Source: an optimization exercise on an open RTL-to-GDS flow (aim: small area and a short achievable clock period). Production flows keep margins and buffers that such runs may drop. The RTL was checked by simulation tests, not by an equivalence proof against the original design.

==> flow/design.v, too long to show whole: its modules and the start of the top module <==
// module fft_cmul: 1042 lines
// module fft_fa: 10 lines
// module fft_ha: 9 lines
// module fft_bsel: 12 lines
// module fft_o22ai: 9 lines
// module fft_xor2: 7 lines
// module fft_butterfly_pipe: 162 lines
// module fft_add3: 15 lines
module fft_butterfly_pipe (
  input  logic        clk,
  input  logic        rst,
  input  logic        in_valid,
  input  logic [3:0]  rd_addrA,
  input  logic [3:0]  rd_addrB,
  input  logic [2:0]  twiddle_idx,
  input  logic [3:0]  stage,
  input  logic        bank_sel,
  input  logic        agu_done,
  input  logic [31:0] rd_dataA,
  input  logic [31:0] rd_dataB,
  output logic [2:0]  tw_addr,
  input  logic [31:0] tw_data,
  output logic        wr_en,
  output logic        wr_bank,
  output logic [3:0]  wr_addrA,
  output logic [3:0]  wr_addrB,
  output logic [31:0] wr_dataA,
  output logic [31:0] wr_dataB,
  output logic        drained,
  output logic        done_out,
  output logic        hazard_err
);
  // ...
==> flow/flow/run.sh <==
#!/bin/bash
set -euo pipefail
export BUFFER_PORTS_ARGS="-buffer_cell sky130_fd_sc_hd__buf_2"
export SETUP_SLACK_MARGIN=5.5
bash standard.sh > standard.log 2>&1
==> flow/standard.sh <==
#!/bin/bash
# synth_recipe.tcl (not shown) runs the flow's synth.tcl, then flattens the netlist and writes it again
# the make line also repeats each setting of config.mk as NAME=value (left out here)
make -C /OpenROAD-flow-scripts/flow DESIGN_CONFIG=/design/flow/config.mk WORK_HOME=/design/flow/orfs CLKGATE_MAP_FILE= SYNTH_SCRIPT=/design/flow/synth_recipe.tcl "${@:-finish}"
==> flow/config.mk <==
export PLATFORM = sky130hd
export DESIGN_NAME = fft_butterfly_pipe
export DESIGN_NICKNAME = fft_butterfly_pipe
export VERILOG_FILES = /design/flow/design.v
export SDC_FILE = /design/flow/constraint.sdc
export NUM_CORES = 4
export LEC_CHECK = 0
export CAP_MARGIN = 20
export CORE_MARGIN = 2
export CORE_UTILIZATION = 40
export CTS_BUF_LIST = sky130_fd_sc_hd__clkbuf_4 sky130_fd_sc_hd__clkbuf_8
export SLEW_MARGIN = 20
export SYNTH_HIERARCHICAL = 1
==> flow/constraint.sdc <==
create_clock -name core_clock -period 10.0 [get_ports {clk}]
set_input_delay 2.0000 -clock core_clock [delete_from_list [all_inputs] [get_ports {clk}]]
set_output_delay 2.0000 -clock core_clock [all_outputs]
set_load 0.01 [all_outputs]
==> run summary, run 1 <==
status finished clean; largest family of logic cells by synthesized area adder cells; Yosys reg bits 360; Post-Synth Adder-Cell Area 37.01%; met1 Use GR 29.88%; Worst EP arrival 2630 ps; most used flip-flop cell after synthesis dfxtp_1; Antenna Nets Post-Route 0; total CTS buffers 67; top layer in use met5; Antenna Cells 2; critical-path cell list buf_8 > mux2_4 > nand2_2 > a21boi_1 > buf_2; sequential cell count 360; Mean Syn Cell Area 10.86 um2; Compound-Gate Fraction of Synth Area 15.10%; Hold Path Class flop to flop; Worst-Skew Late Latency 690 ps; final period utilization 46.26%; critical path required time 8000 ps; Global Route Usage Sum 22.46%; launch point of the critical path stage[1]; XOR/XNOR Fraction of Synth Area 16.33%; Non-clk bufs 274; # nets final 4092; grt met2 use 34.63%; number of synthesized flops with an enable pin 4; slowest stage delay, CP 290 ps; Hold Fails Final Rpt 0; non-filler instance count after layout 4426; largest net degree at the start of global routing 38; Crit path buffers/inverters 2; Tmin final 4626 ps; clock network area share 4.053%; M3 GR Usage 5.439%; top cell type's share of synthesized area 31.11%; Critical Setup Path Class input port to primary output; Inverters excl. clock 133; startpoint types input port; io pins 196; busiest grt layer met2
==> inputs of run 2 (changes only) <==
==> flow/flow/run.sh (replaced) <==
#!/bin/bash
set -euo pipefail
export BUFFER_PORTS_ARGS="-buffer_cell sky130_fd_sc_hd__buf_1"
export SETUP_SLACK_MARGIN=5.5
bash standard.sh > standard.log 2>&1
--- a/flow/config.mk
+++ b/flow/config.mk
@@ -8,6 +8,8 @@
 export CAP_MARGIN = 20
 export CORE_MARGIN = 2
 export CORE_UTILIZATION = 40
-export CTS_BUF_LIST = sky130_fd_sc_hd__clkbuf_4 sky130_fd_sc_hd__clkbuf_8
+export CTS_BUF_LIST = sky130_fd_sc_hd__clkbuf_8 sky130_fd_sc_hd__clkbuf_16
+export CTS_CLUSTER_DIAMETER = 80
+export CTS_CLUSTER_SIZE = 24
 export SLEW_MARGIN = 20
 export SYNTH_HIERARCHICAL = 1
==> run 2 against run 1 <==
  * Still clean
  * Synthesized area did not move
  * Via count down 1.7%
  * Worst setup slack improved by 2.9 ps
  * Register-to-register slack got worse by 20 ps
  * Clock skew grew 13 ps
  * Wire length down 2.2%
  * Critical path depth unchanged
  * Highest routed layer is now met4
==> run summary, run 2 <==
Critical Setup Path Class input port to primary output (unchanged); Worst path top cell family by delay multiplexers (unchanged); area grow syn2layout 9.579% (was 11.24%); post-DR wirelength/cell 21.77 um (was 21.97 um); count leader, synth xor2_1 (unchanged); Worst EP arrival 2620 ps (was 2630 ps); routed vias 25350 (was 25790); final period utilization 46.23% (was 46.26%); GP Congestion 0.8732 (was 0.8625); Worst path slowest cell mux2_4 (unchanged); Peak Freq 216.3 MHz (was 216.2 MHz); Yosys warnings 7 (unchanged); initial antenna violation count 1 (unchanged); Reg area 7360 um2 (was 7356 um2); Syn Inst Count 3081 (unchanged); launch point of the critical path stage[1] (unchanged); total CTS buffers 29 (was 67); CTS tree built (unchanged); # fillers 7910 (was 7988); Clock Skews 35.22 ps (was 22.52 ps); Mapped Area 33470 um2 (unchanged); CTS sink cnt 360 (unchanged); synth top area cells fa_1, dfxtp_1, xor2_1, o22ai_1, ha_1 (unchanged); Post-Route WL 95110 um (was 97230 um); FF-to-FF Start nb2_q[21]$_DFF_P_ (was one_n2_re[1]$_DFF_P_); area of the core 83290 um2 (unchanged); Antenna Nets Post-Route 0 (unchanged); number of synthesized flops with an enable pin 4 (unchanged); startpoint types input port (unchanged); Crit path buffers/inverters 2 (unchanged); Tmin final 4623 ps (was 4626 ps); Global Route Usage Sum 21.92% (was 22.46%); post-synth top area cell fa_1 (unchanged); die area 86000 um2 (unchanged); CTS root buf clkbuf_16 (was clkbuf_8); Max-slew headroom 30.96% (was 27.31%); RSZ-0062 raised after global routing yes (unchanged); most frequent cells in the layout xor2_1, fa_1, o22ai_1 (unchanged); capturing element type of the critical path primary output (unchanged); layout cells sized above 1 7.028% (was 14.23%); Multi-input gate area 24890 um2 (about the same); commonest non-fill, non-tap cell in the layout xor2_1 (unchanged); status finished clean (unchanged); H-tree Lvls 1 (was 3); port bufs 195 (unchanged); First-pass DRT Iterations 7 (unchanged); Hold Fails Final Rpt 0 (unchanged); worst-margin pin slew 1036 ps (was 1087 ps); first-pass GRT wire length 148900 um (was 150900 um); Synth cell types 61 (unchanged); io pins 196 (unchanged); sequential area share after synthesis 21.77% (unchanged); Hold Path Class flop to flop (unchanged); slowest stage delay, CP 290 ps (about the same); vias per inst 5.804 (was 5.827); Initial Utilization 40.18% (unchanged); Yosys reg bits 360 (unchanged); Sum Neg Setup Slack 0 ps (unchanged); DIE WIDTH 293.3 um (unchanged); critical path required time 8000 ps (about the same); hpwl dp 64790 um (was 64320 um); CTS Buffer Depth 3 (unchanged); Mean Syn Cell Area 10.86 um2 (unchanged); max-slew violations 0 (unchanged); most used flip-flop cell after synthesis dfxtp_1 (unchanged); worst-path fanout max 2 (unchanged); post-cts hold buffer count 0 (unchanged); min-delay src a2_q[17]$_DFF_P_ (was meta2_q[4]$_DFF_P_); critical-path cell list buf_8 > mux2_4 > nand2_2 > a21boi_1 > buf_2 (unchanged); Async S/R FF share, synth 2.222% (unchanged); initial drt markers 2735 (was 2883); Worst-Skew Late Latency 640 ps (was 690 ps); Worst-path clk slew 80 ps (was 60 ps); top cell type's share of synthesized area 31.11% (unchanged); DRC 0 (unchanged); # setup viols final 0 (unchanged); die span in y 293.3 um (unchanged); Max-Cap Viols 0 (unchanged); Post-synth top cells xor2_1, fa_1, o22ai_1, dfxtp_1, ha_1 (unchanged); Std-Cell Rows 106 (unchanged); largest net degree at the start of global routing 38 (unchanged); # nets final 4061 (was 4092); vias in the first global route 26580 (was 27110); Overflow after GRT 0 (unchanged)
## run 2: cell counts after synthesis
Identical to the previous run, type by type.
## run 2: final timing paths
check,to,slack (ps),depth (start not counted)
setup / recovery,tw_addr[2],5380,5
hold / removal,a3_q[17]$_DFF_P_,330,0
setup reg to reg,y3_im[9]$_DFF_P_,5570,10
hold reg to reg,a3_q[17]$_DFF_P_,330,0
max in group asynchronous,agu_q$_DFF_PP0_,8480,2
min in group asynchronous,pending_done$_DFFE_PP0P_,1280,2
## run 2: through the flow
stage                     utilization (%)  instance area [um2]  worst slack [ps]  hold WS, ps  cells
after floorplan                         -                33480              5452        309.6   3083
after global placement              42.43                35340              5201        309.6   4312
after detailed placement            42.44                35350              5220        312.1   4313
after CTS                           43.82                36500              5373        331.0   4365
after global routing                44.03                36670              5353        334.7   4367
final                               44.03                36670              5377        330.9   4368
## run 2: repair_timing
action / CTS / global route
endpoints found under the setup margin: 22 / 14
setup buffers: 1 / 2
gates resized for setup: 37 / 34
pin swaps: 4 / 3
## run 2: cell families after synthesis
kind of cell / share of synthesized area [%]
xor gates and xnor gates: 16.33
buffers and inverters: 4.098
and+or+nand+nor: 5.361
DFF: 21.77
adders and majority gates: 37.01
AOI/OAI and AO/OA: 15.10
muxes: 0.3028
other: 0.02244
## run 2: layout make-up
cell class                 instances  area share [%]
timing repair buffer             281           4.098
multi-input combinational       2462           67.88
inverter                         133           1.365
antenna                            1        0.006824
sequential                       360           20.07
clock buffer                      31           2.054
clock inverter                    20          0.8462
tap                             1080           3.685
## run 2: Yosys stat by module (local to each module, per instance), excerpt
module	cell area [um2]	flip-flops and latches	cells
fft_ha	12.51	0	1
fft_xor2	8.758	0	1
fft_cmul	2379	0	347
fft_add3	884.6	0	113
fft_fa	20.02	0	1
fft_o22ai	6.256	0	1
fft_butterfly_pipe	9381	360	758
## run 2: per-layer routing
metal  GRT usage (%)  share of wire, %
met1           30.39                41
met2           34.20                45
met3           4.107               9.6
met4           7.952               3.8
met5               0                 0
## run 2: worst reg2reg max path: stages (launching register included)
cell	delay, ps
dfxtp_1	320
buf_4	420
o22ai_1	280
xor2_1	220
fa_1	460
fa_1	470
fa_1	470
fa_1	400
fa_1	450
fa_1	390
fa_1	440
==> inputs of run 3 (changes only) <==
==> flow/flow/run.sh (replaced) <==
#!/bin/bash
set -euo pipefail
export BUFFER_PORTS_ARGS="-buffer_cell sky130_fd_sc_hd__buf_1"
export SETUP_SLACK_MARGIN=5.4
export CTS_ARGS="-sink_clustering_enable -repair_clock_nets -sink_clustering_size 24 -sink_clustering_max_diameter 80 -buf_list {sky130_fd_sc_hd__clkbuf_8 sky130_fd_sc_hd__clkbuf_16} -dont_use_dummy_load"
bash standard.sh > standard.log 2>&1
==> flow/config.mk (replaced) <==
export PLATFORM = sky130hd
export DESIGN_NAME = fft_butterfly_pipe
export DESIGN_NICKNAME = fft_butterfly_pipe
export VERILOG_FILES = /design/flow/design.v
export SDC_FILE = /design/flow/constraint.sdc
export NUM_CORES = 4
export LEC_CHECK = 0
export CAP_MARGIN = 20
export CORE_MARGIN = 2
export CORE_UTILIZATION = 65
export SLEW_MARGIN = 20
export SYNTH_HIERARCHICAL = 1
==> run 3 against run 2 <==
  * Worst hold slack got worse by 27 ps
  * Flip-flop and latch count did not move
  * Synthesized cell count did not move
  * Design area fell by 2.9%
  * Largest cell class unchanged
  * Via count rose by 5.7%
  * Die area fell by 38%
==> run summary, run 3 <==
status finished clean (unchanged); number of synthesized flops with an enable pin 4 (unchanged); routed vias 26810 (was 25350); post-DR wirelength/cell 26.87 um (was 21.77 um); Post-Route WL 105500 um (was 95110 um); initial drt markers 3487 (was 2735); Worst Reg-to-Reg Cells 10 (unchanged); initial antenna violation count 0 (was 1); top cell type's share of synthesized area 31.11% (unchanged); # nets final 4044 (was 4061); capturing element type of the critical path primary output (unchanged); Worst R2R Setup Slack 5420 ps (was 5570 ps); first-pass GRT wire length 160900 um (was 148900 um); DRC 0 (unchanged); layout cells sized above 1 5.819% (was 7.028%); CTS root buf clkbuf_16 (unchanged); worst-margin pin slew 1047 ps (was 1036 ps); Critical Setup Path Class input port to primary output (unchanged); Async S/R FF share, synth 2.222% (unchanged); placement-stage cell area 34770 um2 (was 35350 um2); WHS 303.4 ps (was 330.9 ps); GP Congestion 0.9394 (was 0.8732); commonest non-fill, non-tap cell in the layout xor2_1 (unchanged); Global Route Usage Sum 39.49% (was 21.92%); critical path required time 8000 ps (about the same); Worst-Skew Late Latency 620 ps (was 640 ps); die span in y 230.9 um (was 293.3 um); area grow syn2layout 6.363% (was 9.579%); design area 35600 um2 (was 36670 um2); largest net degree at the start of global routing 38 (unchanged); Hold Path Class flop to flop (unchanged); worst-path fanout max 2 (unchanged); post-synth top area cell fa_1 (unchanged); most frequent cells in the layout xor2_1, fa_1, o22ai_1 (unchanged); WHS Path Cells 0 (unchanged); Max-Cap Viols 0 (unchanged); Peak Freq 216.0 MHz (was 216.3 MHz); Yosys warnings 7 (unchanged); Yosys reg bits 360 (unchanged); Worst EP arrival 2630 ps (was 2620 ps); Initial Utilization 65.50% (was 40.18%); Mapped Area 33470 um2 (unchanged); H-tree Lvls 1 (unchanged); sequential area share after synthesis 21.77% (unchanged); Syn Inst Count 3081 (unchanged); RSZ-0062 raised after global routing yes (unchanged); Synth cell types 61 (unchanged); Overflow after GRT 0 (unchanged); Antenna Cells 0 (was 1); CTS Buffer Depth 3 (unchanged); Sum Neg Setup Slack 0 ps (unchanged); CTS sink cnt 360 (unchanged); max-slew violations 0 (unchanged); synth top area cells fa_1, dfxtp_1, xor2_1, o22ai_1, ha_1 (unchanged); post-cts hold buffer count 0 (unchanged); total CTS buffers 24 (was 29); DIE WIDTH 230.9 um (was 293.3 um); Post-synth top cells xor2_1, fa_1, o22ai_1, dfxtp_1, ha_1 (unchanged); Antenna Nets Post-Route 0 (unchanged); Clock Skews 132.8 ps (was 35.22 ps); CTS tree built (unchanged); Max-slew headroom 30.23% (was 30.96%); Std-Cell Rows 83 (was 106); # setup viols final 0 (unchanged); Tmin final 4630 ps (was 4623 ps); port bufs 195 (unchanged); most used flip-flop cell after synthesis dfxtp_1 (unchanged); die area 53320 um2 (was 86000 um2); final period utilization 46.30% (was 46.23%); hpwl dp 70430 um (was 64790 um); io pins 196 (unchanged); Worst-path clk slew 80 ps (about the same); startpoint types input port (unchanged); First-pass DRT Iterations 7 (unchanged); Mean Syn Cell Area 10.86 um2 (unchanged); vias per inst 6.825 (was 5.804); vias in the first global route 27560 (was 26580); Hold Fails Final Rpt 0 (unchanged); count leader, synth xor2_1 (unchanged); # fillers 3935 (was 7910); area of the core 51090 um2 (was 83290 um2)
==> run 3: cell counts after synthesis <==
No cell type changed its count.
==> run 3: stage by stage <==
stage | cells | util [%] | setup slack [ps]
CTS | 3927 | 69.34 | 5359
global placement | 3902 | 68.05 | 5158
global route | 3928 | 69.67 | 5350
finish | 3928 | 69.67 | 5370
floorplan | 3083 | - | 5452
detailed placement | 3902 | 68.05 | 5076
==> run 3: repair_timing <==
action,4_1_cts,5_1_grt
cloned,0,0
hold endpoints to repair,0,0
gates resized for setup,24,34
endpoints found under the setup margin,17,13
pin swaps,2,4
setup buffers,1,1
==> run 3: worst paths after layout <==
check,start,to
setup / recovery,stage[1],tw_addr[2]
hold / removal,meta1_q[2]$_DFF_P_,meta2_q[2]$_DFF_P_
setup reg to reg,nb2_q[22]$_DFF_P_,y3_im[7]$_DFF_P_
hold reg to reg,meta1_q[2]$_DFF_P_,meta2_q[2]$_DFF_P_
max in group asynchronous,rst,v1_q$_DFF_PP0_
min in group asynchronous,rst,hazard_err$_DFFE_PP0P_
==> run 3: kinds of logic (layout without fill, tap and decap cells) <==
| group | Yosys count | count (layout) | synth area share (%) |
|---|---|---|---|
| simple gates | 369 | 369 | 5.361 |
| compound gates | 777 | 777 | 15.10 |
| xor+xnor | 624 | 624 | 16.33 |
| other cells | 2 | 4 | 0.02244 |
| flops | 360 | 360 | 21.77 |
| mux | 10 | 10 | 0.3028 |
| buf+inv | 261 | 426 | 4.098 |
| fa+ha+maj | 678 | 678 | 37.01 |
==> run 3: critical path, cell delays in order <==
cell      delay (ps)
buf_8            100
mux2_4           290
nand2_2           60
a21boi_2          40
buf_2            140
==> run 3: final cells by class <==
type / instances / area (um2) / area share (%)
clock buffers: 24 / 600.6 / 1.687
well taps: 680 / 850.8 / 2.390
flip-flops and latches: 360 / 7351 / 20.65
multi-input cells: 2462 / 24890 / 69.92
inverters: 133 / 503.0 / 1.413
repair buffers: 269 / 1403 / 3.940
==> run 3: modules after synthesis (local to each module, per instance), excerpt <==
module,cells inside,flops+latches
fft_add3,113,0
fft_butterfly_pipe,758,360
fft_cmul,347,0
fft_fa,1,0
fft_ha,1,0
fft_o22ai,1,0
fft_xor2,1,0
==> run 3: routing by layer <==
| layer | vias up | part of all wire, % | track usage, % |
|---|---|---|---|
| met1 | 13120 | 37 | 50.31 |
| met3 | 571 | 11 | 9.066 |
| met2 | 2066 | 45 | 61.97 |
| li1 | 11050 | - | - |
| met4 | 0 | 6.9 | 23.19 |
| met5 | - | 0 | 0 |
==> inputs of run 4 (changes only) <==
==> flow/flow/run.sh (replaced) <==
#!/bin/bash
set -euo pipefail
export BUFFER_PORTS_ARGS="-buffer_cell sky130_fd_sc_hd__buf_1"
export SETUP_SLACK_MARGIN=5.5
export CTS_ARGS="-sink_clustering_enable -repair_clock_nets -sink_clustering_size 30 -sink_clustering_max_diameter 100 -buf_list {sky130_fd_sc_hd__clkbuf_8 sky130_fd_sc_hd__clkbuf_16} -dont_use_dummy_load"
bash standard.sh > standard.log 2>&1
--- a/flow/config.mk
+++ b/flow/config.mk
@@ -7,6 +7,6 @@
 export LEC_CHECK = 0
 export CAP_MARGIN = 20
 export CORE_MARGIN = 2
-export CORE_UTILIZATION = 65
+export CORE_UTILIZATION = 55
 export SLEW_MARGIN = 20
 export SYNTH_HIERARCHICAL = 1
==> run 4 against run 3 <==
  * Still clean on timing, DRC and antenna
  * Flip-flop and latch count unchanged
  * Synthesized area unchanged
  * Design area up 0.50%
  * Synthesized cell count unchanged
  * Wire length down 1.6%
  * Clock skew down 69 ps
  * Worst hold slack better by 11 ps
  * Maximum frequency up 0.12%
  * Final cell count up 2.5%
==> run summary, run 4 <==
Initial Utilization 55.55% (was 65.50%); # setup viols final 0 (unchanged); commonest non-fill, non-tap cell in the layout xor2_1 (unchanged); Clock Skews 64.20 ps (was 132.8 ps); H-tree Lvls 1 (unchanged); initial drt markers 2631 (was 3487); WHS 314.8 ps (was 303.4 ps); Sum Neg Setup Slack 0 ps (unchanged); number of synthesized flops with an enable pin 4 (unchanged); Std-Cell Rows 90 (was 83); XOR/XNOR Fraction of Synth Area 16.33% (unchanged); top cell type's share of synthesized area 31.11% (unchanged); synth top area cells fa_1, dfxtp_1, xor2_1, o22ai_1, ha_1 (unchanged); CP Capture Point tw_addr[2] (unchanged); critical path required time 8000 ps (about the same); Post-Synth Adder-Cell Area 37.01% (unchanged); final period utilization 46.24% (was 46.30%); CTS Buffer Depth 3 (unchanged); post-synthesis mux area share 0.3028% (unchanged); Hold Fails Final Rpt 0 (unchanged); die span in y 250.7 um (was 230.9 um); Global Route Usage Sum 32.51% (was 39.49%); CTS root buf clkbuf_16 (unchanged); Worst R2R Setup Slack 5530 ps (was 5420 ps); Worst Reg-to-Reg Cells 10 (unchanged); Post-Synth Simple-Gate Area 5.361% (unchanged); DRC 0 (unchanged); Synth cell types 61 (unchanged); total CTS buffers 19 (was 24); worst-path fanout max 2 (unchanged); first-pass GRT wire length 157700 um (was 160900 um); largest net degree at the start of global routing 37 (was 38); Yosys reg bits 360 (unchanged); Antenna Nets Post-Route 0 (unchanged); FF-to-FF Start nb2_q[18]$_DFF_P_ (was nb2_q[22]$_DFF_P_); Worst-path clk slew 110 ps (was 80 ps); GP Congestion 0.9293 (was 0.9394); area of the core 60250 um2 (was 51090 um2); status finished clean (unchanged); port bufs 195 (unchanged); # nets final 4039 (was 4044); Yosys warnings 7 (unchanged); Max-Cap Viols 0 (unchanged); die area 62840 um2 (was 53320 um2); Hold Path Class flop to flop (unchanged); RSZ-0062 raised after global routing yes (unchanged); count leader, synth xor2_1 (unchanged); Syn Inst Count 3081 (unchanged); io pins 196 (unchanged); Overflow after GRT 0 (unchanged); min-delay src a2_q[3]$_DFF_P_ (was meta1_q[2]$_DFF_P_); largest family of logic cells by synthesized area adder cells (unchanged); Inst Count DP 3999 (was 3902); Mean Syn Cell Area 10.86 um2 (unchanged); Worst-Skew Late Latency 580 ps (was 620 ps); most frequent cells in the layout xor2_1, fa_1, o22ai_1 (unchanged); RR Endpoint y3_re[9]$_DFF_P_ (was y3_im[7]$_DFF_P_); Critical Setup Path Class input port to primary output (unchanged); Post-synth top cells xor2_1, fa_1, o22ai_1, dfxtp_1, ha_1 (unchanged); CTS tree built (unchanged); worst-margin pin slew 1052 ps (was 1047 ps); Compound-Gate Fraction of Synth Area 15.10% (unchanged); initial antenna violation count 0 (unchanged); launch point of the critical path stage[1] (unchanged); post-synth top area cell fa_1 (unchanged); startpoint types input port (unchanged); Max-slew headroom 29.87% (was 30.23%); First-pass DRT Iterations 9 (was 7); Post-Route WL 103900 um (was 105500 um); layout cells sized above 1 6.044% (was 5.819%); most used flip-flop cell after synthesis dfxtp_1 (unchanged); area grow syn2layout 6.898% (was 6.363%); post-cts hold buffer count 0 (unchanged); hpwl dp 70430 um (about the same); DIE WIDTH 250.7 um (was 230.9 um); max-slew violations 0 (unchanged); Async S/R FF share, synth 2.222% (unchanged); # fillers 5121 (was 3935); sequential area share after synthesis 21.77% (unchanged); Worst EP arrival 2620 ps (was 2630 ps); vias per inst 6.440 (was 6.825); routed vias 25920 (was 26810); Peak Freq 216.3 MHz (was 216.0 MHz); Tmin final 4624 ps (was 4630 ps); CTS sink cnt 360 (unchanged); non-filler instance count after layout 4025 (was 3928); capturing element type of the critical path primary output (unchanged); vias in the first global route 26740 (was 27560); Antenna Cells 0 (unchanged); Finished Core Util 59.38% (was 69.67%); Mapped Area 33470 um2 (unchanged); post-DR wirelength/cell 25.81 um (was 26.87 um)
## run 4: modules after synthesis, one instance, submodules excluded, excerpt
module              cells inside  cell area, um2
fft_ha                         1           12.51
fft_xor2                       1           8.758
fft_o22ai                      1           6.256
fft_add3                     113           884.6
fft_cmul                     347            2379
fft_butterfly_pipe           758            9381
fft_fa                         1           20.02
## run 4: per-stage QoR
| step | worst slack [ps] | cell area, um2 |
|---|---|---|
| floorplan | 5452 | 33480 |
| global placement | 5203 | 34860 |
| detailed placement | 5118 | 34860 |
| CTS | 5366 | 35470 |
| global route | 5361 | 35770 |
| finish | 5376 | 35770 |
## run 4: final cells by class
type	instances	area [um2]	share of cell area, %
Sequential cell	360	7407	20.71
Timing Repair Buffer	269	1529	4.274
Multi-Input combinational cell	2462	24890	69.56
Clock buffer	19	475.5	1.329
Inverter	133	499.2	1.395
Tap cell	782	978.4	2.735
## run 4: cell families (layout without fill, tap and decap cells)
logic type / Yosys count / after routing
DFF: 360 / 360
AOI/OAI and AO/OA: 777 / 777
other: 2 / 4
adders and majority gates: 678 / 678
buffers and inverters: 261 / 421
xor gates and xnor gates: 624 / 624
muxes: 10 / 10
and+or+nand+nor: 369 / 369
## run 4: routing by layer
layer	share of wire (%)	track usage, %	vias to the layer above
li1	-	-	11050
met1	40	43.89	12960
met2	45	51.14	1561
met3	8.2	4.946	349
met4	6.1	16.56	0
met5	0	0	-
## run 4: critical path, cell delays in order
cell	delay (ps)
buf_8	100
mux2_4	290
nand2_2	50
a21boi_1	50
buf_2	140
## run 4: what timing repair did
action                     4_1_cts  5_1_grt
setup endpoints to repair       26       17
resized for setup               54       44
buffers inserted                 1        6
pin swaps                        5        5
## run 4: how the worst min path moves through the flow
stage / end / slack, ps / cells after the start
floorplan: a3_q[0]$_DFF_P_ / 310 / 0
global placement: meta3_q[4]$_DFF_P_ / 310 / 0
detailed placement: a3_q[18]$_DFF_P_ / 310 / 0
CTS: a3_q[3]$_DFF_P_ / 320 / 0
global route: a3_q[3]$_DFF_P_ / 320 / 0
finish: a3_q[3]$_DFF_P_ / 310 / 0
==> inputs of run 5 (changes only) <==
==> flow/flow/run.sh (replaced) <==
#!/bin/bash
set -euo pipefail
export BUFFER_PORTS_ARGS="-buffer_cell sky130_fd_sc_hd__buf_1"
export SETUP_SLACK_MARGIN=5.4
export CTS_ARGS="-sink_clustering_enable -repair_clock_nets -sink_clustering_size 30 -sink_clustering_max_diameter 100 -buf_list {sky130_fd_sc_hd__clkbuf_8 sky130_fd_sc_hd__clkbuf_16} -dont_use_dummy_load"
export RECOVER_POWER=100
bash standard.sh > standard.log 2>&1
==> run 5 against run 4 <==
  * The layout now fails its checks (capacitance limit, slew limit)
  * Global-route usage grew 0.32 points
  * Clock skew grew 8.9 ps
  * Final cell count shrank 0.17%
  * Non-clock buffer count shrank 8
  * Flip-flop and latch count is the same
  * Highest routed layer unchanged
  * Critical path type is now flop to flop
  * First-iteration DRC count shrank 3.3%
==> run summary, run 5 <==
Worst path top cell family by delay adder cells (was multiplexers); # setup viols final 0 (unchanged); RSZ-0062 raised after global routing yes (unchanged); # fillers 5168 (was 5121); capturing element type of the critical path flop (was primary output); Peak Freq 165.0 MHz (was 216.3 MHz); WP depth 9 (was 5); most used flip-flop cell after synthesis dfxtp_1 (unchanged); First-pass DRT Iterations 5 (was 9); Worst-path clk slew 110 ps (about the same); Global Route Usage Sum 32.84% (was 32.51%); Sum Neg Setup Slack 0 ps (unchanged); Async S/R FF share, synth 2.222% (unchanged); post-DR wirelength/cell 25.68 um (was 25.81 um); CTS sink cnt 360 (unchanged); critical-path cell list clkbuf_1 > xor2_1 > fa_1 > fa_1 > fa_1 > fa_1 > fa_1 > fa_1 > fa_1 (was buf_8 > mux2_4 > nand2_2 > a21boi_1 > buf_2); area of the core 60250 um2 (unchanged); final worst slack 3941 ps (was 5376 ps); count leader, synth xor2_1 (unchanged); die area 62840 um2 (unchanged); most frequent cells in the layout xor2_1, fa_1, o22ai_1 (unchanged); FF-to-FF Start neg2_re[5]$_DFF_P_ (was nb2_q[18]$_DFF_P_); CTS Buffer Depth 3 (unchanged); Worst EP arrival 6500 ps (was 2620 ps); Mean Syn Cell Area 10.86 um2 (unchanged); violated checks capacitance limit, slew limit; DIE WIDTH 250.7 um (unchanged); H-tree Lvls 1 (unchanged); Initial Utilization 55.55% (unchanged); routed vias 25520 (was 25920); launch point of the critical path neg2_re[5]$_DFF_P_ (was stage[1]); Antenna Cells 0 (unchanged); Tmin final 6059 ps (was 4624 ps); number of synthesized flops with an enable pin 4 (unchanged); startpoint types flop (was input port); worst-path fanout max 21 (was 2); initial drt markers 2543 (was 2631); Reg area 7422 um2 (was 7407 um2); max-slew violations 22 (was 0); critical path required time 10440 ps (was 8000 ps); post-synth top area cell fa_1 (unchanged); CTS tree built (unchanged); # nets final 4032 (was 4039); CTS root buf clkbuf_16 (unchanged); Hold Fails Final Rpt 0 (unchanged); Most common cell on crit path fa_1; CP Capture Point y3_re[7]$_DFF_P_ (was tw_addr[2]); Post-synth top cells xor2_1, fa_1, o22ai_1, dfxtp_1, ha_1 (unchanged); WHS 288.2 ps (was 314.8 ps); vias in the first global route 26770 (was 26740); Mapped Area 33470 um2 (unchanged); hpwl dp 71720 um (was 70430 um); Post-Route WL 103200 um (was 103900 um); vias per inst 6.352 (was 6.440); DRC 0 (unchanged); Max-Cap Viols 1 (was 0); worst-margin pin slew 1750 ps (was 1052 ps); final period utilization 60.59% (was 46.24%); layout cells sized above 1 5.377% (was 6.044%); Worst path slowest cell clkbuf_1 (was mux2_4); Hold Path Class flop to flop (unchanged); RR Endpoint y3_re[7]$_DFF_P_ (was y3_re[9]$_DFF_P_); initial antenna violation count 0 (unchanged); Finished Core Util 58.85% (was 59.38%); Worst R2R Setup Slack 3940 ps (was 5530 ps); die span in y 250.7 um (unchanged); Std-Cell Rows 90 (unchanged); first-pass GRT wire length 158600 um (was 157700 um); Multi-input gate area 24830 um2 (was 24890 um2); slowest stage delay, CP 1330 ps (was 290 ps); commonest non-fill, non-tap cell in the layout xor2_1 (unchanged); Syn Inst Count 3081 (unchanged); synth top area cells fa_1, dfxtp_1, xor2_1, o22ai_1, ha_1 (unchanged); total CTS buffers 20 (was 19); Yosys warnings 7 (unchanged); largest net degree at the start of global routing 38 (was 37); status complete, but fails checks (was finished clean); area grow syn2layout 5.945% (was 6.898%); GP Congestion 0.9387 (was 0.9293); Clock Skews 73.08 ps (was 64.20 ps); Worst Reg-to-Reg Cells 9 (was 10); io pins 196 (unchanged); Worst-Skew Late Latency 600 ps (was 580 ps); Synth cell types 61 (unchanged); Yosys reg bits 360 (unchanged); Overflow after GRT 0 (unchanged); top cell type's share of synthesized area 31.11% (unchanged); sequential area share after synthesis 21.77% (unchanged); Critical Setup Path Class flop to flop (was input port to primary output); port bufs 195 (unchanged); Antenna Nets Post-Route 0 (unchanged); pre-CTS WS 5076 ps (was 5118 ps); Max-slew headroom -16.69% (was 29.87%); Crit path buffers/inverters 1 (was 2)
run 5: logic make-up after synthesis:
group	count (synthesis)	synth area share [%]
AOI/OAI and AO/OA	777	15.10
adders and majority gates	678	37.01
xor gates and xnor gates	624	16.33
and+or+nand+nor	369	5.361
DFF	360	21.77
buffers and inverters	261	4.098
muxes	10	0.3028
other	2	0.02244
run 5: per-layer routing:
metal  part of all wire (%)  GRT usage, %
met1                     41         44.12
met2                     45         51.52
met3                    8.4         5.466
met4                    5.6         16.77
met5                      0             0
run 5: layout make-up:
cell class,instances,area share (%)
inverter,133,1.412
clock buffer,20,1.412
sequential,360,20.93
multi-input combinational,2462,70.02
timing repair buffer,261,3.465
tap,782,2.760
run 5: worst min path at each step:
| stage | startpoint | endpoint | slack, ps | cells past startpoint |
|---|---|---|---|---|
| 2_1_floorplan | a2_q[0]$_DFF_P_ | a3_q[0]$_DFF_P_ | 310 | 0 |
| 3_3_place_gp | a2_q[0]$_DFF_P_ | a3_q[0]$_DFF_P_ | 310 | 0 |
| 3_5_place_dp | a2_q[12]$_DFF_P_ | a3_q[12]$_DFF_P_ | 310 | 0 |
| 4_1_cts | a2_q[18]$_DFF_P_ | a3_q[18]$_DFF_P_ | 290 | 0 |
| 5_1_grt | a2_q[18]$_DFF_P_ | a3_q[18]$_DFF_P_ | 290 | 0 |
| 6_report | a2_q[18]$_DFF_P_ | a3_q[18]$_DFF_P_ | 290 | 0 |
run 5: what timing repair did:
item,CTS,global route
buffers inserted,1,1
pin swaps,2,5
hold buffers,0,0
setup endpoints to repair,26,15
endpoints found under the hold margin,0,0
resized for setup,46,28
run 5: metrics by stage:
step           cells  instance area, um2
6_report        4018               35460
5_1_grt         4018               35460
4_1_cts         4017               35440
3_5_place_dp    3996               34840
3_3_place_gp    3996               34840
2_1_floorplan   3083               33480
run 5: modules after synthesis (local to each module, per instance), a selection:
module,flops+latches,times used
fft_fa,0,520
fft_o22ai,0,480
fft_xor2,0,480
fft_butterfly_pipe,360,1
fft_ha,0,44
fft_add3,0,4
==> inputs of run 6 (changes only) <==
==> flow/flow/run.sh (replaced) <==
#!/bin/bash
set -euo pipefail
export BUFFER_PORTS_ARGS="-buffer_cell sky130_fd_sc_hd__buf_1"
export SETUP_SLACK_MARGIN=5.4
export CTS_ARGS="-sink_clustering_enable -repair_clock_nets -sink_clustering_size 30 -sink_clustering_max_diameter 100 -buf_list {sky130_fd_sc_hd__clkbuf_8 sky130_fd_sc_hd__clkbuf_16} -dont_use_dummy_load"
bash standard.sh > standard.log 2>&1
==> run 6 against run 5 <==
  * Now clean on timing, DRC and antenna
  * Critical endpoint is now tw_addr[2]
  * Clock skew fell by 0.62 ps
  * Final cell count did not move
  * Worst setup slack improved by 1400 ps
==> run summary, run 6 <==
# setup viols final 0 (unchanged); FF-to-FF Start neg2_re[6]$_DFF_P_ (was neg2_re[5]$_DFF_P_); placement-stage cell area 34840 um2 (unchanged); GP Congestion 0.9387 (unchanged); launch point of the critical path stage[1] (was neg2_re[5]$_DFF_P_); Hold Path Class flop to flop (unchanged); number of synthesized flops with an enable pin 4 (unchanged); Reg area 7432 um2 (was 7422 um2); Peak Freq 216.0 MHz (was 165.0 MHz); Tmin final 4630 ps (was 6059 ps); DIE WIDTH 250.7 um (unchanged); sequential area share after synthesis 21.77% (unchanged); die area 62840 um2 (unchanged); capturing element type of the critical path primary output (was flop); final worst slack 5370 ps (was 3941 ps); Syn Inst Count 3081 (unchanged); status finished clean (was complete, but fails checks); Mean Syn Cell Area 10.86 um2 (unchanged); CTS tree built (unchanged); Sum Neg Setup Slack 0 ps (unchanged); Max-Cap Viols 0 (was 1); Worst EP arrival 2630 ps (was 6500 ps); Global Route Usage Sum 32.84% (unchanged); Yosys warnings 7 (unchanged); CTS sink cnt 360 (unchanged); critical path required time 8000 ps (was 10440 ps); Post-Route WL 103100 um (was 103200 um); Antenna Cells 0 (unchanged); Worst-Skew Late Latency 600 ps (about the same); initial antenna violation count 0 (unchanged); Max-slew headroom 34.27% (was -16.69%); die span in y 250.7 um (unchanged); vias in the first global route 26770 (unchanged); Worst-path clk slew 110 ps (about the same); RSZ-0062 raised after global routing yes (unchanged); max-slew violations 0 (was 22); Mapped Area 33470 um2 (unchanged); Worst path slowest cell mux2_4 (was clkbuf_1); Critical Setup Path Class input port to primary output (was flop to flop); Yosys reg bits 360 (unchanged); post-DR wirelength/cell 25.66 um (was 25.68 um); vias per inst 6.375 (was 6.352); Synth cell types 61 (unchanged); CTS root buf clkbuf_16 (unchanged); hpwl dp 71720 um (unchanged); worst-path fanout max 2 (was 21); Initial Utilization 55.55% (unchanged); most frequent cells in the layout xor2_1, fa_1, o22ai_1 (unchanged); post-synth top area cell fa_1 (unchanged); count leader, synth xor2_1 (unchanged); layout cells sized above 1 6.057% (was 5.377%); most used flip-flop cell after synthesis dfxtp_1 (unchanged); critical-path cell list buf_8 > mux2_4 > nand2_2 > a21boi_1 > buf_2 (was clkbuf_1 > xor2_1 > fa_1 > fa_1 > fa_1 > fa_1 > fa_1 > fa_1 > fa_1); worst-margin pin slew 982.4 ps (was 1750 ps); commonest non-fill, non-tap cell in the layout xor2_1 (unchanged); DRC 0 (unchanged); Worst path top cell family by delay multiplexers (was adder cells); startpoint types input port (was flop); # fillers 5145 (was 5168); H-tree Lvls 1 (unchanged); slowest stage delay, CP 290 ps (was 1330 ps); min-delay src a2_q[18]$_DFF_P_ (unchanged); port bufs 195 (unchanged); CTS Buffer Depth 3 (unchanged); design area 35580 um2 (was 35460 um2); total CTS buffers 20 (unchanged); pre-CTS WS 5076 ps (unchanged); largest net degree at the start of global routing 38 (unchanged); routed vias 25610 (was 25520); synth top area cells fa_1, dfxtp_1, xor2_1, o22ai_1, ha_1 (unchanged); area of the core 60250 um2 (unchanged); Crit path buffers/inverters 2 (was 1); Overflow after GRT 0 (unchanged); first-pass GRT wire length 158600 um (unchanged); area grow syn2layout 6.311% (was 5.945%); io pins 196 (unchanged); First-pass DRT Iterations 8 (was 5); Async S/R FF share, synth 2.222% (unchanged); Hold Fails Final Rpt 0 (unchanged); # nets final 4032 (unchanged); Clock Skews 72.46 ps (was 73.08 ps); Antenna Nets Post-Route 0 (unchanged); initial drt markers 2414 (was 2543); top cell type's share of synthesized area 31.11% (unchanged); Post-synth top cells xor2_1, fa_1, o22ai_1, dfxtp_1, ha_1 (unchanged); Multi-input gate area 24880 um2 (was 24830 um2); final period utilization 46.30% (was 60.59%); Std-Cell Rows 90 (unchanged)
## run 6: cell counts after synthesis
Identical to the previous run, type by type.
## run 6: layout make-up
class,instances,share of cell area (%)
clock buffers,20,1.407
multi-input cells,2462,69.93
well taps,782,2.750
flip-flops and latches,360,20.89
inverters,133,1.414
repair buffers,261,3.612
## run 6: repair_timing
action,4_1_cts,5_1_grt
hold buffers,0,0
gates cloned,0,0
gates resized for setup,46,28
buffers inserted,1,1
setup endpoints to repair,26,15
pin swaps,2,5
## run 6: cell families (layout without fill, tap and decap cells)
| logic type | Yosys count | in the layout | synth area share (%) |
|---|---|---|---|
| DFF | 360 | 360 | 21.77 |
| AOI/OAI and AO/OA | 777 | 777 | 15.10 |
| adders and majority gates | 678 | 678 | 37.01 |
| muxes | 10 | 10 | 0.3028 |
| other | 2 | 4 | 0.02244 |
| buffers and inverters | 261 | 414 | 4.098 |
| xor gates and xnor gates | 624 | 624 | 16.33 |
| and+or+nand+nor | 369 | 369 | 5.361 |
## run 6: per-layer routing
layer  up-vias  part of all wire, %  routed length (um)  global-route usage [%]
met5         -                    0                   0                       0
met4         0                  5.7                5874                   16.77
met3       336                  8.4                8664                   5.466
met2      1529                   45               46600                   51.52
met1     12720                   41               41960                   44.12
li1      11030                    -                   -                       -
## run 6: path summary, 6_finish.rpt
kind | end | cells after the start | slack, ps
min in group asynchronous | v3_q$_DFF_PP0_ | 2 | 1300
worst max register to register | y3_re[9]$_DFF_P_ | 9 | 5440
max in group asynchronous | wr_en$_DFF_PP0_ | 2 | 8450
worst max-delay path | tw_addr[2] | 5 | 5370
worst min-delay path | a3_q[18]$_DFF_P_ | 0 | 290
worst min register to register | a3_q[18]$_DFF_P_ | 0 | 290
## run 6: per-stage QoR
step | hold WS (ps) | cells | util [%]
after CTS | 292.7 | 4017 | 58.83
after global placement | 309.5 | 3996 | 57.84
final | 288.3 | 4018 | 59.06
after global routing | 290.6 | 4018 | 59.06
after floorplan | 309.6 | 3083 | -
after detailed placement | 312.1 | 3996 | 57.84
## run 6: per-module statistics from Yosys (local to each module, per instance), excerpt
| module | flip-flops and latches | area, um2 | cells |
|---|---|---|---|
| fft_xor2 | 0 | 8.758 | 1 |
| fft_ha | 0 | 12.51 | 1 |
| fft_cmul | 0 | 2379 | 347 |
| fft_butterfly_pipe | 360 | 9381 | 758 |
| fft_o22ai | 0 | 6.256 | 1 |
| fft_fa | 0 | 20.02 | 1 |
| fft_add3 | 0 | 884.6 | 113 |
==> inputs of run 7 (changes only) <==
--- a/flow/config.mk
+++ b/flow/config.mk
@@ -8,5 +8,6 @@
 export CAP_MARGIN = 20
 export CORE_MARGIN = 2
 export CORE_UTILIZATION = 55
+export GPL_TIMING_DRIVEN = 0
 export SLEW_MARGIN = 20
 export SYNTH_HIERARCHICAL = 1
==> run 7 against run 6 <==
  * Synthesized area did not move
  * Die area did not move
  * Via count rose by 5.1%
  * Count of clock-buffer cells in the layout did not move
  * Wire length rose by 6.6%
  * Design area rose by 5.1%
  * Worst hold slack improved by 19 ps
  * Core utilization rose by 3.0 points
==> run summary, run 7 <==
status finished clean (unchanged); initial antenna violation count 1 (was 0); Reg area 7512 um2 (was 7432 um2); area grow syn2layout 11.72% (was 6.311%); Synth cell types 61 (unchanged); DIE WIDTH 250.7 um (unchanged); most used flip-flop cell after synthesis dfxtp_1 (unchanged); max-slew violations 0 (unchanged); capturing element type of the critical path primary output (unchanged); Worst path slowest cell mux2_4 (unchanged); Clock Skews 78.19 ps (was 72.46 ps); Tmin final 4628 ps (was 4630 ps); Multi-input gate area 24830 um2 (was 24880 um2); Async S/R FF share, synth 2.222% (unchanged); Post-Route WL 109900 um (was 103100 um); routed vias 26910 (was 25610); # nets final 4159 (was 4032); CTS sink cnt 360 (unchanged); worst-path fanout max 2 (unchanged); RSZ-0062 raised after global routing yes (unchanged); worst-margin pin slew 842.9 ps (was 982.4 ps); Critical Setup Path Class input port to primary output (unchanged); CTS tree built (unchanged); count leader, synth xor2_1 (unchanged); die span in y 250.7 um (unchanged); die area 62840 um2 (unchanged); Sum Neg Setup Slack 0 ps (unchanged); port bufs 195 (unchanged); io pins 196 (unchanged); largest net degree at the start of global routing 38 (unchanged); # fillers 4935 (was 5145); Hold Fails Final Rpt 0 (unchanged); Yosys reg bits 360 (unchanged); GP Congestion 0.8818 (was 0.9387); Worst EP arrival 2630 ps (about the same); Hold Path Class flop to flop (unchanged); Overflow after GRT 0 (unchanged); Yosys warnings 7 (unchanged); sequential area share after synthesis 21.77% (unchanged); # setup viols final 0 (unchanged); top cell type's share of synthesized area 31.11% (unchanged); area of the core 60250 um2 (unchanged); Worst-path clk slew 90 ps (was 110 ps); Peak Freq 216.1 MHz (was 216.0 MHz); CTS root buf clkbuf_16 (unchanged); Mapped Area 33470 um2 (unchanged); total CTS buffers 20 (unchanged); Max-slew headroom 43.81% (was 34.27%); most frequent cells in the layout xor2_1, fa_1, o22ai_1 (unchanged); startpoint types input port (unchanged); critical-path cell list buf_8 > mux2_4 > nand2_2 > a21boi_2 > buf_2 (was buf_8 > mux2_4 > nand2_2 > a21boi_1 > buf_2); Initial Utilization 55.55% (unchanged); vias per inst 6.492 (was 6.375); slowest stage delay, CP 290 ps (about the same); First-pass DRT Iterations 6 (was 8); H-tree Lvls 1 (unchanged); critical path required time 8000 ps (about the same); CTS Buffer Depth 3 (unchanged); Worst-Skew Late Latency 590 ps (was 600 ps); Syn Inst Count 3081 (unchanged); Post-synth top cells xor2_1, fa_1, o22ai_1, dfxtp_1, ha_1 (unchanged); final period utilization 46.28% (was 46.30%); Antenna Nets Post-Route 0 (unchanged); post-cts hold buffer count 0 (unchanged); Std-Cell Rows 90 (unchanged); post-synth top area cell fa_1 (unchanged); WHS 307.7 ps (was 288.3 ps); initial drt markers 3021 (was 2414); commonest non-fill, non-tap cell in the layout xor2_1 (unchanged); synth top area cells fa_1, dfxtp_1, xor2_1, o22ai_1, ha_1 (unchanged); DRC 0 (unchanged); Global Route Usage Sum 34.20% (was 32.84%); number of synthesized flops with an enable pin 4 (unchanged); vias in the first global route 27990 (was 26770); Mean Syn Cell Area 10.86 um2 (unchanged); layout cells sized above 1 10.23% (was 6.057%); first-pass GRT wire length 164700 um (was 158600 um); Max-Cap Viols 0 (unchanged); hpwl dp 75770 um (was 71720 um); post-DR wirelength/cell 26.50 um (was 25.66 um)
## run 7: cell counts after synthesis
Identical to the previous run, type by type.
## run 7: worst max-delay path: cells and delay by family
kind | cells | cell delay (ps)
buffers and inverters | 2 | 230
multiplexers | 1 | 290
AO/OA/AOI/OAI | 1 | 40
AND/OR/NAND/NOR | 1 | 60
## run 7: cells by family after synthesis
kind of cell	Yosys count	synth area share (%)
mux	10	0.3028
compound gates	777	15.10
xor+xnor	624	16.33
other cells	2	0.02244
simple gates	369	5.361
fa+ha+maj	678	37.01
flops	360	21.77
buf+inv	261	4.098
## run 7: through the flow
step | utilization, % | cells | worst slack, ps | area, um2
global placement | 58.42 | 4060 | 4343 | 35190
CTS | 61.71 | 4138 | 5360 | 37180
finish | 62.06 | 4146 | 5372 | 37390
floorplan | - | 3083 | 5452 | 33480
detailed placement | 60.56 | 4109 | 4388 | 36480
global route | 62.06 | 4145 | 5352 | 37390
## run 7: final cells by class
class	instances	area share [%]
tap	782	2.617
antenna	1	0.006693
clock buffer	20	1.339
buffer	128	2.376
inverter	133	1.339
timing repair buffer	260	5.826
sequential	360	20.09
multi-input combinational	2462	66.40
## run 7: per-layer routing
metal,up-vias,track usage [%],share of wire [%]
li1,11310,-,-
met1,13290,44.04,38
met2,1842,53.10,44
met3,471,7.461,10
met4,0,20.46,7.0
met5,-,0,0
## run 7: what timing repair did
item	CTS	global route
setup endpoints to repair	64	17
pin swaps	1	4
gates resized for setup	47	30
buffers inserted	9	7
## run 7: path summary, 6_finish.rpt
path                       cells after the start  slack [ps]                       end         startpoint
setup / recovery                               5        5370                tw_addr[2]           stage[1]
min in group asynchronous                      2        1310    hazard_err$_DFFE_PP0P_                rst
hold reg to reg                                0         310          a3_q[26]$_DFF_P_   a2_q[26]$_DFF_P_
hold / removal                                 0         310          a3_q[26]$_DFF_P_   a2_q[26]$_DFF_P_
setup reg to reg                              11        5390          y3_re[9]$_DFF_P_  nb2_q[12]$_DFF_P_
max in group asynchronous                      2        8460  pending_done$_DFFE_PP0P_                rst
## run 7: modules after synthesis (local to each module, per instance), a selection
module	area (um2)	copies in the design	cells inside	flops+latches
fft_o22ai	6.256	480	1	0
fft_xor2	8.758	480	1	0
fft_butterfly_pipe	9381	1	758	360
fft_fa	20.02	520	1	0
fft_add3	884.6	4	113	0
fft_ha	12.51	44	1	0
fft_cmul	2379	1	347	0
==> module fft_butterfly_pipe, before the edit <==
module fft_butterfly_pipe (
  input  logic        clk,
  input  logic        rst,
  input  logic        in_valid,
  input  logic [3:0]  rd_addrA,
  input  logic [3:0]  rd_addrB,
  input  logic [2:0]  twiddle_idx,
  input  logic [3:0]  stage,
  input  logic        bank_sel,
  input  logic        agu_done,
  input  logic [31:0] rd_dataA,
  input  logic [31:0] rd_dataB,
  output logic [2:0]  tw_addr,
  input  logic [31:0] tw_data,
  output logic        wr_en,
  output logic        wr_bank,
  output logic [3:0]  wr_addrA,
  output logic [3:0]  wr_addrB,
  output logic [31:0] wr_dataA,
  output logic [31:0] wr_dataB,
  output logic        drained,
  output logic        done_out,
  output logic        hazard_err
);
  logic        v1_q, v2_q, v3_q;
  logic [3:0]  stage_q;                           
  logic [8:0]  meta1_q, meta2_q, meta3_q, meta4_q;   
  logic [31:0] a2_q, nb2_q, a3_q;
  logic [7:0]  one_n_re, two_n_re, neg_re, one_n_im, two_n_im, neg_im;
  logic [7:0]  one_n2_re, two_n2_re, neg2_re, one_n2_im, two_n2_im, neg2_im, neg_n2_im;
  logic [22:0] x_re, y_re, x_im, y_im, x3_re, y3_re, x3_im, y3_im;
  logic        c_re, c_im, c3_re, c3_im;
  logic        wrap1, wrap2_q, wrap3_q;
  logic        agu_q, pending_done;
  logic        busy, agu_rise, drained_next, hazard_c;
  logic [17:0] a3_re, a3_im;
  logic [5:0]  lo_re, lo_im;
  logic [17:0] za_re, za_im, zb_re, zb_im;
  logic [15:0] ra_re, ra_im, rb_re, rb_im;
  always_comb begin
    case (stage)
      4'd1:    tw_addr = {twiddle_idx[0], 2'b00};
      4'd2:    tw_addr = {twiddle_idx[1:0], 1'b0};
      4'd3:    tw_addr = twiddle_idx;
      default: tw_addr = 3'd0;
    endcase
  end
  always_comb begin
    busy         = v1_q | v2_q | v3_q | wr_en;
    hazard_c     = in_valid & busy & (stage != stage_q);
    agu_rise     = agu_done & ~agu_q;
    drained_next = ~(in_valid | v1_q | v2_q | v3_q);
    drained      = ~busy;
  end
  always_comb begin
    for (int k = 0; k < 8; k++) begin
      logic y2, y1, y0, z2, z1, z0;
      y2 = tw_data[16+2*k+1];
      y1 = tw_data[16+2*k];
      y0 = (k == 0) ? 1'b0 : tw_data[16+2*k-1];
      z2 = tw_data[2*k+1];
      z1 = tw_data[2*k];
      z0 = (k == 0) ? 1'b0 : tw_data[2*k-1];
      one_n_re[k] = ~(y1 ^ y0);
      two_n_re[k] = ~((y2 & ~y1 & ~y0) | (~y2 & y1 & y0));
      neg_re[k]   = y2;
      one_n_im[k] = ~(z1 ^ z0);
      two_n_im[k] = ~((z2 & ~z1 & ~z0) | (~z2 & z1 & z0));
      neg_im[k]   = z2;
    end
  end
  assign wrap1 = (rd_dataB == 32'h8000_8000) && (tw_data == 32'h8000_8000);
  fft_cmul u_cmul (
    .nb_re      (nb2_q[31:16]),
    .nb_im      (nb2_q[15:0]),
    .w_re_one_n (one_n2_re),
    .w_re_two_n (two_n2_re),
    .w_re_neg   (neg2_re),
    .w_im_one_n (one_n2_im),
    .w_im_two_n (two_n2_im),
    .w_im_neg   (neg2_im),
    .w_im_neg_n (neg_n2_im),
    .x_re       (x_re),
    .y_re       (y_re),
    .c_re       (c_re),
    .x_im       (x_im),
    .y_im       (y_im),
    .c_im       (c_im)
  );
  assign lo_re = {1'b0, x3_re[4:0]} + {1'b0, y3_re[4:0]} + {5'd0, c3_re};
  assign lo_im = {1'b0, x3_im[4:0]} + {1'b0, y3_im[4:0]} + {5'd0, c3_im};
  assign a3_re = {{2{a3_q[31]}}, a3_q[31:16]};
  assign a3_im = {{2{a3_q[15]}}, a3_q[15:0]};
  fft_add3 u_aa_re (.v(a3_re),  .x(x3_re[22:5]), .y(y3_re[22:5]), .c(lo_re[5]), .z(za_re));
  fft_add3 u_aa_im (.v(a3_im),  .x(x3_im[22:5]), .y(y3_im[22:5]), .c(lo_im[5]), .z(za_im));
  fft_add3 u_ab_re (.v(~a3_re), .x(x3_re[22:5]), .y(y3_re[22:5]), .c(lo_re[5]), .z(zb_re));
  fft_add3 u_ab_im (.v(~a3_im), .x(x3_im[22:5]), .y(y3_im[22:5]), .c(lo_im[5]), .z(zb_im));
  always_comb begin
    ra_re = (za_re[17:15] == 3'b000 || za_re[17:15] == 3'b111) ? za_re[15:0] : {za_re[17], {15{~za_re[17]}}};
    ra_im = (za_im[17:15] == 3'b000 || za_im[17:15] == 3'b111) ? za_im[15:0] : {za_im[17], {15{~za_im[17]}}};
    rb_re = (zb_re[17:15] == 3'b000 || zb_re[17:15] == 3'b111) ? ~zb_re[15:0] : {~zb_re[17], {15{zb_re[17]}}};
    rb_im = (zb_im[17:15] == 3'b000 || zb_im[17:15] == 3'b111) ? ~zb_im[15:0] : {~zb_im[17], {15{zb_im[17]}}};
    if (wrap3_q) begin
      ra_im = 16'h8000;
      rb_im = 16'h7fff;
    end
  end
  always_ff @(posedge clk or posedge rst) begin
    if (rst) begin
      v1_q         <= 1'b0;
      v2_q         <= 1'b0;
      v3_q         <= 1'b0;
      wr_en        <= 1'b0;
      hazard_err   <= 1'b0;
      agu_q        <= 1'b0;
      pending_done <= 1'b0;
      done_out     <= 1'b0;
    end else begin
      v1_q  <= in_valid;
      v2_q  <= v1_q;
      v3_q  <= v2_q;
      wr_en <= v3_q;
      if (hazard_c) hazard_err <= 1'b1;
      agu_q <= agu_done;
      if ((pending_done | agu_rise) & drained_next) begin
        done_out     <= 1'b1;
        pending_done <= 1'b0;
      end else begin
        done_out <= 1'b0;
        if (agu_rise) pending_done <= 1'b1;
      end
    end
  end
  always_ff @(posedge clk) begin
    if (in_valid) stage_q <= stage;
    meta1_q  <= {~bank_sel, rd_addrA, rd_addrB};
    meta2_q  <= meta1_q;
    meta3_q  <= meta2_q;
    meta4_q  <= meta3_q;
    a2_q      <= rd_dataA;
    nb2_q     <= ~rd_dataB;
    one_n2_re <= one_n_re;
    two_n2_re <= two_n_re;
    neg2_re   <= neg_re;
    one_n2_im <= one_n_im;
    two_n2_im <= two_n_im;
    neg2_im   <= neg_im;
    neg_n2_im <= ~neg_im;
    wrap2_q   <= wrap1;
    a3_q      <= a2_q;
    x3_re    <= x_re;
    y3_re    <= y_re;
    c3_re    <= c_re;
    x3_im    <= x_im;
    y3_im    <= y_im;
    c3_im    <= c_im;
    wrap3_q  <= wrap2_q;
    wr_dataA <= {ra_re, ra_im};
    wr_dataB <= {rb_re, rb_im};
  end
  assign {wr_bank, wr_addrA, wr_addrB} = meta4_q;
endmodule
==> inputs of run 8 (changes only) <==
--- a/flow/design.v
+++ b/flow/design.v
@@ -1140,6 +1140,8 @@
   logic        busy, agu_rise, drained_next, hazard_c;
   logic [17:0] a3_re, a3_im;
   logic [5:0]  lo_re, lo_im;
+  logic [17:0] s_aa_re, t_aa_re, s_aa_im, t_aa_im, s_ab_re, t_ab_re, s_ab_im, t_ab_im;
+  logic [18:0] sum_aa_re, sum_aa_im, sum_ab_re, sum_ab_im;
   logic [17:0] za_re, za_im, zb_re, zb_im;
   logic [15:0] ra_re, ra_im, rb_re, rb_im;
   always_comb begin
@@ -1196,10 +1198,20 @@
   assign lo_im = {1'b0, x3_im[4:0]} + {1'b0, y3_im[4:0]} + {5'd0, c3_im};
   assign a3_re = {{2{a3_q[31]}}, a3_q[31:16]};
   assign a3_im = {{2{a3_q[15]}}, a3_q[15:0]};
-  fft_add3 u_aa_re (.v(a3_re),  .x(x3_re[22:5]), .y(y3_re[22:5]), .c(lo_re[5]), .z(za_re));
-  fft_add3 u_aa_im (.v(a3_im),  .x(x3_im[22:5]), .y(y3_im[22:5]), .c(lo_im[5]), .z(za_im));
-  fft_add3 u_ab_re (.v(~a3_re), .x(x3_re[22:5]), .y(y3_re[22:5]), .c(lo_re[5]), .z(zb_re));
-  fft_add3 u_ab_im (.v(~a3_im), .x(x3_im[22:5]), .y(y3_im[22:5]), .c(lo_im[5]), .z(zb_im));
+  for (genvar i = 0; i < 18; i++) begin : g_csa
+    fft_fa u_fa_aa_re (.a(a3_re[i]),  .b(x3_re[i+5]), .c(y3_re[i+5]), .s(s_aa_re[i]), .co(t_aa_re[i]));
+    fft_fa u_fa_aa_im (.a(a3_im[i]),  .b(x3_im[i+5]), .c(y3_im[i+5]), .s(s_aa_im[i]), .co(t_aa_im[i]));
+    fft_fa u_fa_ab_re (.a(~a3_re[i]), .b(x3_re[i+5]), .c(y3_re[i+5]), .s(s_ab_re[i]), .co(t_ab_re[i]));
+    fft_fa u_fa_ab_im (.a(~a3_im[i]), .b(x3_im[i+5]), .c(y3_im[i+5]), .s(s_ab_im[i]), .co(t_ab_im[i]));
+  end
+  assign sum_aa_re = {s_aa_re, 1'b1} + {t_aa_re[16:0], 1'b0, lo_re[5]};
+  assign sum_aa_im = {s_aa_im, 1'b1} + {t_aa_im[16:0], 1'b0, lo_im[5]};
+  assign sum_ab_re = {s_ab_re, 1'b1} + {t_ab_re[16:0], 1'b0, lo_re[5]};
+  assign sum_ab_im = {s_ab_im, 1'b1} + {t_ab_im[16:0], 1'b0, lo_im[5]};
+  assign za_re = sum_aa_re[18:1];
+  assign za_im = sum_aa_im[18:1];
+  assign zb_re = sum_ab_re[18:1];
+  assign zb_im = sum_ab_im[18:1];
   always_comb begin
     ra_re = (za_re[17:15] == 3'b000 || za_re[17:15] == 3'b111) ? za_re[15:0] : {za_re[17], {15{~za_re[17]}}};
     ra_im = (za_im[17:15] == 3'b000 || za_im[17:15] == 3'b111) ? za_im[15:0] : {za_im[17], {15{~za_im[17]}}};
@@ -1265,18 +1277,3 @@
   end
   assign {wr_bank, wr_addrA, wr_addrB} = meta4_q;
 endmodule
-module fft_add3 (
-  input  logic [17:0] v,
-  input  logic [17:0] x,
-  input  logic [17:0] y,
-  input  logic        c,
-  output logic [17:0] z
-);
-  logic [17:0] s, t;
-  logic [18:0] sum;
-  for (genvar i = 0; i < 18; i++) begin : g_csa
-    fft_fa u_fa (.a(v[i]), .b(x[i]), .c(y[i]), .s(s[i]), .co(t[i]));
-  end
-  assign sum = {s, 1'b1} + {t[16:0], 1'b0, c};
-  assign z = sum[18:1];
-endmodule
--- a/flow/config.mk
+++ b/flow/config.mk
@@ -8,6 +8,5 @@
 export CAP_MARGIN = 20
 export CORE_MARGIN = 2
 export CORE_UTILIZATION = 55
-export GPL_TIMING_DRIVEN = 0
 export SLEW_MARGIN = 20
 export SYNTH_HIERARCHICAL = 1
==> run 8 against run 7 <==
  * Still clean on timing, DRC and antenna
  * Synthesized area shrank 2.1%
  * Wire length shrank 6.9%
  * Non-clock buffer count is 118 lower
  * Via count is 5.1% lower
  * Critical path depth unchanged
  * Register-to-register slack better by 60 ps
  * Count of clock-buffer cells in the layout rose by 1
  * Die area down 2.0%
  * Synthesized cell count shrank 3.6%
  * Critical endpoint unchanged
  * Largest cell class unchanged
==> run summary, run 8 <==
status finished clean (unchanged); Std-Cell Rows 89 (was 90); commonest non-fill, non-tap cell in the layout xor2_1 (unchanged); largest family of logic cells by synthesized area adder cells (unchanged); Post-Route WL 102200 um (was 109900 um); XOR/XNOR Fraction of Synth Area 16.67% (was 16.33%); Antenna Nets Post-Route 0 (unchanged); Compound-Gate Fraction of Synth Area 15.26% (was 15.10%); post-synth top area cell fa_1 (unchanged); Mapped Area 32780 um2 (was 33470 um2); min-delay src a2_q[3]$_DFF_P_ (was a2_q[26]$_DFF_P_); count leader, synth xor2_1 (unchanged); port bufs 195 (unchanged); Post-Synth Adder-Cell Area 37.79% (was 37.01%); Post-Synth Simple-Gate Area 3.748% (was 5.361%); First-pass DRT Iterations 8 (was 6); die span in y 248.1 um (was 250.7 um); # nets final 3948 (was 4159); post-synthesis mux area share 0.1412% (was 0.3028%); Tmin final 4684 ps (was 4628 ps); Worst EP arrival 2680 ps (was 2630 ps); CTS root buf clkbuf_16 (unchanged); Mean Syn Cell Area 11.04 um2 (was 10.86 um2); H-tree Lvls 1 (unchanged); sequential area share after synthesis 22.23% (was 21.77%); most used flip-flop cell after synthesis dfxtp_1 (unchanged); hpwl dp 66870 um (was 75770 um); worst-path fanout max 3 (was 2); area of the core 59020 um2 (was 60250 um2); Initial Utilization 55.54% (was 55.55%); Critical Setup Path Class input port to primary output (unchanged); Antenna Cells 0 (was 1); post-DR wirelength/cell 26.05 um (was 26.50 um); synth top area cells fa_1, dfxtp_1, xor2_1, o22ai_1, ha_1 (unchanged); Synth cell types 76 (was 61); pre-CTS WS 5036 ps (was 4388 ps); vias in the first global route 26500 (was 27990); FF-to-FF Start one_n2_im[3]$_DFF_P_ (was nb2_q[12]$_DFF_P_); Max-slew headroom 42.26% (was 43.81%); Yosys warnings 7 (unchanged); largest net degree at the start of global routing 38 (unchanged); vias per inst 6.507 (was 6.492); initial drt markers 2602 (was 3021); routed vias 25540 (was 26910); critical path required time 8000 ps (about the same)
[run 8: logic make-up (layout without fill, tap and decap cells)]
family	count (synthesis)	after routing
AOI/OAI and AO/OA	797	797
xor gates and xnor gates	624	624
adders and majority gates	678	678
buffers and inverters	261	442
DFF	360	360
muxes	4	4
other	2	4
and+or+nand+nor	243	243
[run 8: cell type report]
class	instances	area share [%]
well taps	773	2.768
clock buffers	21	1.504
inverters	151	1.622
repair buffers	270	3.886
multi-input cells	2350	69.15
flip-flops and latches	360	21.07
[run 8: Yosys stat by module, one instance, submodules excluded, a selection]
module	area [um2]	cells inside	copies in the design	flops+latches
fft_o22ai	6.256	1	480	0
fft_xor2	8.758	1	480	0
fft_ha	12.51	1	44	0
fft_butterfly_pipe	12230	1098	1	360
fft_fa	20.02	1	520	0
fft_cmul	2379	347	1	0
[run 8: final timing paths]
path | depth (start not counted) | slack, ps | end
worst max-delay path | 5 | 5320 | tw_addr[2]
worst min-delay path | 0 | 310 | a3_q[3]$_DFF_P_
worst max register to register | 10 | 5450 | y3_im[9]$_DFF_P_
worst min register to register | 0 | 310 | a3_q[3]$_DFF_P_
max in group asynchronous | 2 | 8410 | hazard_err$_DFFE_PP0P_
min in group asynchronous | 2 | 1330 | pending_done$_DFFE_PP0P_
[run 8: worst max-delay path, stage by stage]
cell     delay, ps
buf_8          100
mux2_4         290
a21oi_2        110
nor3_1          50
buf_2          130
[run 8: repair_timing]
item / 4_1_cts / 5_1_grt
hold buffers: 0 / 0
gates resized for setup: 21 / 17
buffers inserted: 1 / 1
endpoints found under the setup margin: 20 / 30
pin swaps: 2 / 0
[run 8: layer usage]
layer | vias up | GRT usage, % | part of all wire [%]
met1 | 12780 | 44.03 | 39
met2 | 1687 | 52.39 | 46
met4 | 0 | 16.11 | 5.4
met3 | 369 | 6.841 | 9.5
met5 | - | 0 | 0
li1 | 10710 | - | -
[run 8: stage by stage]
step                hold WS, ps  std cells  util (%)  instance area [um2]
floorplan                 309.6       2971         -                32800
global placement          309.9       3902     58.08                34280
detailed placement        312.1       3902     58.09                34280
CTS                       317.4       3924     59.08                34870
global route              333.8       3925     59.19                34940
finish                    314.5       3925     59.19                34940

==> re-timing with driven ports <==
How much do the figures lean on ideal ports? The routed layouts below were timed once more, with nothing changed but the port constraints.
Step 1: set_driving_cell puts a clkbuf_16 on clk and a buf_2 on each other input, an assumption about the parent block.
Step 2 also shifts input and output timing later by t, the mid clock arrival at the registers, as if the neighbouring blocks saw the same clock.
a / b / c = no drivers / after step 1 / after step 2; a / b = the first two.
run | shift t [ns] | setup WS [ns] | worst setup path at the end
run 1 | 0.732 | 5.374 / 5.336 / 5.336 | input to output
run 2 | 0.686 | 5.377 / 5.327 / 5.327 | input to output
run 3 | 0.621 | 5.370 / 5.327 / 5.327 | input to output
run 4 | 0.610 | 5.376 / 5.331 / 5.331 | input to output
run 5 | 0.633 | 3.941 / 3.941 / 3.941 | register to register
run 6 | 0.635 | 5.370 / 5.326 / 5.326 | input to output
run 7 | 0.616 | 5.372 / 5.332 / 5.332 | input to output
run 8 | 0.615 | 5.316 / 5.272 / 5.272 | input to output
For run 2, which loses most, drivers alone change the setup slack by -0.050 ns; drivers and shift together by -0.050 ns.
